What follows belongs to an exercise in optimizing a design on an open flow for small area and a short achievable clock period; a production flow would make more cautious choices. Function was checked by simulation only, so behaviour that the tests miss may differ from the original.

JK:
==> flow/design.v (excerpt) <==
module stack_core (
    input  logic              clk,
    input  logic              rst_n,
    input  logic              cmd_valid,
    input  isa_pkg::opcode_t  cmd_op,
    input  stack_pkg::word_t  cmd_imm,
    output logic              done,
    output logic              fault,
    output isa_pkg::fault_t   fault_code,
    output stack_pkg::word_t  tos,
    output stack_pkg::depth_t depth
);
Size: roughly 3800 cells after synthesis, ~260 flip-flops, ~80 I/O pins.
==> flow/config.mk <==
export PLATFORM = sky130hd
export DESIGN_NAME = stack_core
export DESIGN_NICKNAME = stack_core
export VERILOG_FILES = /design/flow/design.v
export SDC_FILE = /design/flow/constraint.sdc
export NUM_CORES = 4
export LEC_CHECK = 0
export ABC_AREA = 1
export CAP_MARGIN = 20
export CORE_MARGIN = 2
export CORE_UTILIZATION = 60
export CTS_BUF_LIST = sky130_fd_sc_hd__clkbuf_8
export CTS_CLUSTER_DIAMETER = 70
export CTS_CLUSTER_SIZE = 12
export SLEW_MARGIN = 20
export SYNTH_HIERARCHICAL = 1
==> flow/constraint.sdc <==
create_clock -name core_clock -period 110.0 [get_ports {clk}]
set_input_delay 22.0000 -clock core_clock [delete_from_list [all_inputs] [get_ports {clk}]]
set_output_delay 22.0000 -clock core_clock [all_outputs]
set_load 0.01 [all_outputs]
standard.sh (not shown) runs the stock make flow with config.mk's settings and CLKGATE_MAP_FILE= SYNTH_SCRIPT=/design/flow/synth_recipe.tcl, a recipe that flattens the netlist after the stock synthesis.
==> flow/flow/run.sh <==
#!/bin/bash
# The standard layout, with these changes to how it is made:
# - the setup repair is asked to leave a margin of slack at the design's own
#   clock period, so that the resizer keeps working on the paths that set the
#   achieved period; the repair after global routing gets a slightly larger
#   margin, since detailed routing makes some paths a little slower than the
#   global-route estimate;
# - the port buffers (one on every input and output, as the standard flow
#   places them) are plain buffers rather than the default delay buffers.
set -euo pipefail
export BUFFER_PORTS_ARGS="-buffer_cell sky130_fd_sc_hd__buf_2"
SETUP_SLACK_MARGIN=85 bash standard.sh cts > standard_make_to_cts.log 2>&1
SETUP_SLACK_MARGIN=85.4 bash standard.sh > standard_make.log 2>&1
JK went all the way through synthesis, placement and routing and the layout is clean on timing, DRC and antenna.
Edits applied to the flow inputs when going from JK to MS:
Settings: a deleted CTS_CLUSTER_DIAMETER that had been 70; a deleted CTS_CLUSTER_SIZE that had been 12.
==> flow/flow/run.sh <==
#!/bin/bash
# The standard layout, with two changes to how it is made:
# - the setup repair is asked to leave a margin of slack at the design's own
#   clock period, so that the resizer keeps working on the paths that set the
#   achieved period;
# - the port buffers (one on every input and output, as the standard flow
#   places them) are plain buffers rather than the default delay buffers.
set -euo pipefail
export SETUP_SLACK_MARGIN=85
export BUFFER_PORTS_ARGS="-buffer_cell sky130_fd_sc_hd__buf_2"
bash standard.sh > standard_make.log 2>&1
The register-to-register path setup slack number comes out lower for MS vs JK. Compared with JK, MS shows a lower utilization after layout. Compared with JK, in MS wire length of the first global-routing pass did not really move; flip-flop and latch count flat; clock skew increased by 0.0095 ns relative to the old numbers. The worst setup path endpoint comes out top[4] in one run and top[10] in the other, namely in MS and JK respectively. Across JK and MS, none had a timing, DRC or antenna violation.
## Diff of input files: AL against MS
Settings: CTS_BUF_LIST: sky130_fd_sc_hd__clkbuf_8 -> unset; CORE_UTILIZATION: 60 -> 40.
Findings:
Lower setup slack among MS and AL: AL. Delta (AL minus MS): CTS buffer count shrank by 28%. MS has higher worst hold slack than AL. Looking at MS and AL, the share of layout cells above drive strength 1 is a wash.
> inputs changed (AL -> TR)
Settings: putting CTS_BUF_LIST at sky130_fd_sc_hd__clkbuf_8 where nothing was set; swapping 40 for 70 in CORE_UTILIZATION.
==> comparison <==
Between AL and TR, the flow reports wire length per cell increasing by more than 10%.
Compared with AL, TR shows total instance count after detailed placement that has gone down by a little under 10%.
Delta (TR minus AL): DRC violation count after routing held steady; overall die area saw a decrease; worst hold slack went up 0.051 ns; count of cells along the worst register-to-register path increased by 3.4% relative to the old numbers.

-- re-timing with driven ports --
The flow's constraints put no driver on any port. The routed layouts listed below were extracted and timed again, unchanged, in two steps. Step 1, drivers: a clkbuf_16 drives clk and a buf_2 each remaining input, both assumed. Step 2 times the ports against the registers' clock, not the clock port: input delays grow and output delays shrink by t, the midpoint of the rising clock arrivals with the driver on. a / b / c = ideal ports / drivers / drivers and shift; a / b = the first two.
run	t, ns	setup slack, ns	worst setup path at the end	worst register clock-pin slew, ns	pins driven straight from the clock port
JK	0.639	85.474 / 85.496 / 84.857	input to register	0.10 / 0.10	1
MS	0.620	85.176 / 85.209 / 84.589	input to register	0.08 / 0.08	1
AL	0.620	85.105 / 85.140 / 84.520	input to register	0.07 / 0.07	1
TR	0.621	84.973 / 85.007 / 84.386	input to register	0.09 / 0.09	1
After both steps setup and hold are still met in every run listed. For JK, which loses most, drivers alone change the setup slack by +0.022 ns; drivers and shift together by -0.617 ns.
